Source: an optimization exercise on an open RTL-to-GDS flow (aim: small area, a short achievable clock period and few clock cycles per item). Production flows keep margins and buffers that such runs may drop. Where RTL was checked, it was by simulation tests only, not by an equivalence proof against the original. Power is estimated from default activity; no workload was simulated.

## tap_tempo_averager_core
module tap_tempo_averager_core #(
    parameter int COUNT_WIDTH = 16,
    parameter int TIME_WIDTH  = 32,
    parameter int FRAC_BITS   = 8
) (
    input  logic                               aclk,
    input  logic                               aresetn,
    input  logic                               s_tvalid,
    output logic                               s_tready,
    input  logic [((TIME_WIDTH+7)/8)*8-1:0]    s_tdata,
    input  logic                               s_tuser,
    output logic                               m_tvalid,
    input  logic                               m_tready,
    output logic [47:0]                        m_tdata,
    output logic [2:0]                         m_tuser,
    input  logic                               cfg_we,
    input  logic [7:0]                         cfg_wdata
);
    localparam int K      = 2;                        
    localparam int TSTEPS = ((16 + K - 1) / K) * K;   
    localparam int ASTEPS = ((22 + K - 1) / K) * K;   
    localparam int TCYC   = TSTEPS / K;
    localparam int ACYC   = ASTEPS / K;
  ...
For scale: ~3300 cells after synthesis, about 340 flip-flops, about 26000 sq um of cells after synthesis.
Settings: LEC_CHECK=0, CAP_MARGIN=20, CORE_MARGIN=2, CORE_UTILIZATION=40, SLEW_MARGIN=20, TNS_END_PERCENT=5; clock period 10.0 ns.
standard.sh (not shown) runs the stock make flow with config.mk's settings and CLKGATE_MAP_FILE= SYNTH_SCRIPT=/design/flow/synth_recipe.tcl, a recipe that flattens the netlist after the stock synthesis.
==> flow/flow/run.sh <==
#!/bin/bash
set -euo pipefail
bash standard.sh SETUP_SLACK_MARGIN=6.5 finish > standard_flow.log 2>&1
==> next run, changes <==
--- a/flow/design.v
+++ b/flow/design.v
@@ -82,14 +82,19 @@
             if (!cgt_n && !clt_n) begin
                 cgt_n = ta[j] & ~cpair[j];
                 clt_n = ~ta[j] & cpair[j];
             end
         end
     end
     assign tcl = big ? 16'd0 : ((ovf || cgt_n) ? ceilq : ta);
+    logic [19:0] t15q, t15c;
+    logic [11:0] c15;
+    assign t15q = {ta, 4'd0} - {4'd0, ta};
+    assign c15  = {ceil_r, 4'd0} - {4'd0, ceil_r};
+    assign t15c = {c15, 8'd0};
     assign ceilq = {ceil_r, 8'd0};
     assign big   = |da[31:24];
     assign ovf   = (da[31:8] == 24'd0) && (da[7:0] <= 8'd234);
     logic a_acc, b_take;
     logic        a_gap;
     logic [31:0] a_sum;
     assign a_gap = (a_st == A_GAP);
@@ -136,14 +141,15 @@
         case (a_st)
             A_IDLE: da <= s_tdata[31:0];
             A_GAP:  da <= a_sum;
             default: ;
         endcase
         case (a_st)
             A_G3:   if (!hv) d3 <= a_sum[25:0];
+            A_M15:  d3 <= big ? 26'd0 : ((ovf || cgt_n) ? {6'd0, t15c} : {6'd0, t15q});
             default: ;
         endcase
         case (a_st)
             A_GAP:  ra <= 24'(TNUM >> TSTEPS);
             A_DIV:  ra <= ra_nx;
             default: ;
         endcase
@@ -214,18 +220,20 @@
     logic [15:0] nsel;
     logic [35:0] s15_acc;
     logic [ASTEPS-1:0] anum_bits;
     logic [K-1:0] asel, bq, bbits;
     logic [15:0] rb_nx;
     logic        sat_eff;
     logic [20:0] s15_lo;
+    logic [15:0] s15_hi1;
     assign sat_eff   = (b_st == B_FIN) ? (count >= 16'hFFFE) : nsat;
     assign nsel      = {count[15:1], count[0] & ~nsat};
-    assign s15_lo    = {1'b0, s15[19:0]} + {1'b0, ta, 4'd0} - {5'd0, ta};
-    assign s15_acc   = sat_eff ? s15 : {s15[35:20] + 16'(s15_lo[20]), s15_lo[19:0]};
+    assign s15_lo    = {1'b0, s15[19:0]} + {1'b0, d3[19:0]};
+    assign s15_hi1   = s15[35:20] + 16'd1;
+    assign s15_acc   = sat_eff ? s15 : {(s15_lo[20] ? s15_hi1 : s15[35:20]), s15_lo[19:0]};
     assign anum_bits = {s15[ASTEPS-3:0], 2'b00};
     always_comb begin
         logic [17:0] x;
         logic [18:0] s1, s2, s3;
         asel = '0;
         for (int k = 1; k < ACYC; k++)
             if (cyc_is(bth, k - 1)) asel = anum_bits[ASTEPS-1-k*K -: K];
Effect: Final area rose by 5.2%; global-route usage rose by 2.5 points; clock-buffer cell count fell by 4; total power rose by 36%; hold slack improved by 9.4 ps; final cell count rose by 4.0%; via count rose by 9.8%.
No run of this note included a check of the RTL's function; only the layout flow was run.

---

tap_tempo_averager_core, a different RTL version from the one above (not shown whole).
For scale: roughly 28000 sq um of cells after synthesis.
clock: 10.0 ns
lec_check: 0
cap_margin: 20
core_margin: 2
core_utilization: 40
slew_margin: 20
tns_end_percent: 0
Scripts as last shown in full above: flow/flow/run.sh
Next try:
--- a/flow/design.v
+++ b/flow/design.v
@@ -318,31 +318,64 @@
                 if (p_ge(mth, j, 10)) aw_n = {aw_n[6:0], q30};
                 if (!p_ge(mth, j, 3)) q30lo_n = q30lo_n | q30;
             end
             if (p_ge(mth, j, 3)) begin
                 x40   = {r40_n, u};
                 q40   = x40 >= 4'd5;
                 r40_n = q40 ? 3'(x40 - 4'd5) : x40[2:0];
                 if (!gt40_n && !lt40_n)   begin gt40_n  = q40 & ~t3; lt40_n  = ~q40 & t3; end
                 if (!gt120_n && !lt120_n) begin gt120_n = q30 & ~t3; lt120_n = ~q30 & t3; end
             end
         end
     end
-    logic c, rlo, rhi, wlo, whi, restart;
+    logic [1:0] hlo_n, hA_n, hg90_n, hl90_n, hB_n;
+    logic [1:0] hlo, hA, hg90, hl90, hB;
+    always_comb begin
+        logic       q30h, q90h, tf;
+        logic [4:0] x30h;
+        logic [2:0] x90h;
+        logic [3:0] r30h;
+        logic [1:0] r90h;
+        tf = ts[12];                      
+        for (int h = 0; h < 2; h++) begin
+            x30h = {r30_n, h[0]};
+            q30h = x30h >= 5'd15;
+            r30h = q30h ? 4'(x30h - 5'd15) : x30h[3:0];
+            x90h = {r90_n, q30h};
+            q90h = x90h >= 3'd3;
+            r90h = q90h ? 2'(x90h - 3'd3) : x90h[1:0];
+            hlo_n[h]  = (gt30_n || lt30_n) ? lt30_n : (~q30h & tf);
+            hg90_n[h] = (gt90_n || lt90_n) ? gt90_n : (q90h & ~tf);
+            hl90_n[h] = (gt90_n || lt90_n) ? lt90_n : (~q90h & tf);
+            hA_n[h]   = q30lo_n || q30h || (r30h != 4'd0);
+            hB_n[h]   = (r90h != 2'd0) || (r30h != 4'd0);
+        end
+    end
+    always_ff @(posedge aclk) begin
+        if (b_st == B_DIV && bth[ACYC-2]) begin
+            hlo  <= hlo_n;
+            hA   <= hA_n;
+            hg90 <= hg90_n;
+            hl90 <= hl90_n;
+            hB   <= hB_n;
+        end
+    end
+    logic c, rlo, rhi, wlo, whi, restart, u1;
     logic [2:0] st_res;
+    assign u1      = ud[1];
     assign c       = (rb != 16'd0);
-    assign rlo     = lt30_n;
-    assign wlo     = lt40_n;
-    assign rhi     = gt120_n || (!lt120_n && (c || q30lo_n || (r30_n != 4'd0) || u0_n));
-    assign whi     = gt90_n  || (!lt90_n  && (c || (r90_n != 2'd0) || (r30_n != 4'd0) || u0_n));
+    assign rlo     = hlo[u1];
+    assign wlo     = lt40;
+    assign rhi     = gt120 || (!lt120 && (c || hA[u1] || ud[0]));
+    assign whi     = hg90[u1] || (!hl90[u1] && (c || hB[u1] || ud[0]));
     assign restart = rlo | rhi;
     assign st_res  = restart ? 3'd3 : ((wlo | whi) ? 3'd2 : 3'd1);
     logic b_load, b_short, b_done, b_adv;
     logic b_take_i, b_load_f, b_ldf_spec, b_ld_any;
     assign b_take_i = (b_st == B_IDLE) && hv && (!mv || !(hclr || count == 16'd0));
     assign b_short  = b_take_i && (hclr || count == 16'd0);
     assign b_ldf_spec = (b_st == B_FIN) && hv && !hclr;
     assign b_load_f = b_ldf_spec && !restart;
     assign b_ld_any = (b_take_i && !b_short) || b_ldf_spec;
     assign b_load   = (b_take_i && !b_short) || b_load_f;
     assign b_take   = b_take_i || b_load_f;
     assign b_adv   = !(cyc_is(bth, 1) && mv);
@@ -422,20 +455,20 @@
             lt <= '0;
             at <= '0;
             aw <= '0;
         end else if (b_st == B_DIV && cyc_is(bth, 1) && !mv) begin
             lt <= 12'((({1'b0, ts[15:0], 2'b0} + {3'b0, ts[15:0]}) + 19'd64) >> 7);
             at <= at_n;
             aw <= aw_n;
         end else if (b_st == B_DIV && bth[1]) begin
             at <= at_n;
             aw <= aw_n;
         end else if (b_done) begin
             status <= st_res;
-            at <= at_n + 12'(cat_n);
-            aw <= aw_n + 8'(caw_n);
+            at <= at + 12'(cat);
+            aw <= aw + 8'(caw);
         end
     end
     assign m_tvalid = mv;
     assign m_tdata  = {count, aw, at, lt};
     assign m_tuser  = status;
 endmodule
What happened: The changed run completed without violations; cell count fell by 0.58%; non-clock buffer count is lower by 21; design area went down by 1.0%; die area barely changes; fmax barely changes; clock power came out lower by about 7%; hold slack barely changes; utilization shrinks by 0.49 points; synthesized cell count came out lower by 0.46%; worst setup slack stays flat; wire length came out lower by 5.5%.
No run of this note included a check of the RTL's function; only the layout flow was run.

---

alpha:
Another version of the RTL of tap_tempo_averager_core (not shown whole).
Size in the first run: ~3,400 cells after synthesis, roughly 99 I/O pins.
clock: 10.0 ns
lec_check: 0
cap_margin: 20
core_margin: 2
core_utilization: 40
cts_buf_list: sky130_fd_sc_hd__clkbuf_4 sky130_fd_sc_hd__clkbuf_8
slew_margin: 20
tns_end_percent: 0
Scripts as last shown in full above: flow/flow/run.sh
alpha completed end to end with timing, DRC and antenna clean.
Testbench counts of alpha, summed over its fixed seeds: cycles 38,642, items 3,200.
> inputs changed (alpha -> beta)
--- a/flow/design.v
+++ b/flow/design.v
@@ -133,29 +133,32 @@
     always_ff @(posedge aclk) begin
         case (a_st)
             A_IDLE: da <= s_tdata[31:0];
             A_GAP:  da <= da - prev;
             default: ;
         endcase
         case (a_st)
             A_G3:   if (!hv) d3 <= {1'b0, da[23:0], 1'b0} + {2'b0, da[23:0]};
             A_M15:  d3 <= big ? 26'd0 : ((ovf || cgt_n) ? {6'd0, t15c} : {6'd0, t15q});
             default: ;
         endcase
-        if (a_st == A_DIV) begin
-            ra    <= ra_nx;
-            abits <= tsel;
-        end else begin
-            ra    <= 24'(TNUM >> TSTEPS);
-            abits <= tnum_bits[TSTEPS-1 -: K];
-        end
+        case (a_st)
+            A_GAP:  ra <= 24'(TNUM >> TSTEPS);
+            A_DIV:  ra <= ra_nx;
+            default: ;
+        endcase
+        case (a_st)
+            A_GAP:  abits <= tnum_bits[TSTEPS-1 -: K];
+            A_DIV:  abits <= tsel;
+            default: ;
+        endcase
         case (a_st)
             A_DIV:  ta <= {ta[15-K:0], aq};
             A_M15:  ta <= tcl;
             default: ;
         endcase
         case (a_st)
             A_G3: begin
                 cgt <= 1'b0;
                 clt <= 1'b0;
             end
             A_DIV: if (a_cyc != 5'd0) begin
### Flow results
[beta vs alpha] slack of the worst reg-to-reg path: lower in beta. In the metrics for beta and alpha, the one carrying the lower sequential-to-total area share from yosys stat is alpha. Summary — highest achievable clock rate, beta relative to alpha: lower, by about 1.9%. In the metrics for beta and alpha, the one carrying the lower synthesis-to-finish area growth is alpha. alpha → beta: power attributed to sequential cells now sits at about the same level, time the final worst path needs with I/O delays and setup climbed 0.070 ns. alpha → beta: sum of internal, switching and leakage power increased 840 uW; multi-input logic cell count increased 52; via-per-instance ratio fell about 2%.
The RTL of beta was laid out without a check of its function.

[what the ideal ports hide]
No port has a modelled driver above. Below, the same layouts with a new extraction and two added sets of constraints.
Step 1 assumes that a clkbuf_16 drives the clock port and a buf_2 every other input.
Step 2 adds t to the input delays and takes it off the output delays; t is the mean of the earliest and latest rising clock arrival at the registers after step 1. Input paths then give back, and output paths get back, about the clock's delay inside the block.
Three values: ideal, step 1, step 2; two values: the first two.
| run | t, ns | setup WS [ns] | cell pins on the clock port's net |
|---|---|---|---|
| the first run of note 1 | 0.651 | 5.615 / 5.615 / 5.615 | 1 |
| the second run of note 1 | 0.635 | 6.292 / 6.292 / 5.965 | 1 |
| the first run of note 2 | 0.639 | 6.304 / 6.285 / 6.270 | 1 |
| the second run of note 2 | 0.629 | 6.302 / 6.302 / 6.093 | 1 |
| alpha | 0.704 | 6.305 / 6.252 / 6.174 | 1 |
| beta | 0.701 | 6.234 / 6.234 / 6.105 | 1 |
After both steps setup and hold are still met in every run listed. The setup slack of the second run of note 1, which loses most, moves by 0.000 ns with the drivers and by -0.327 ns with both steps.
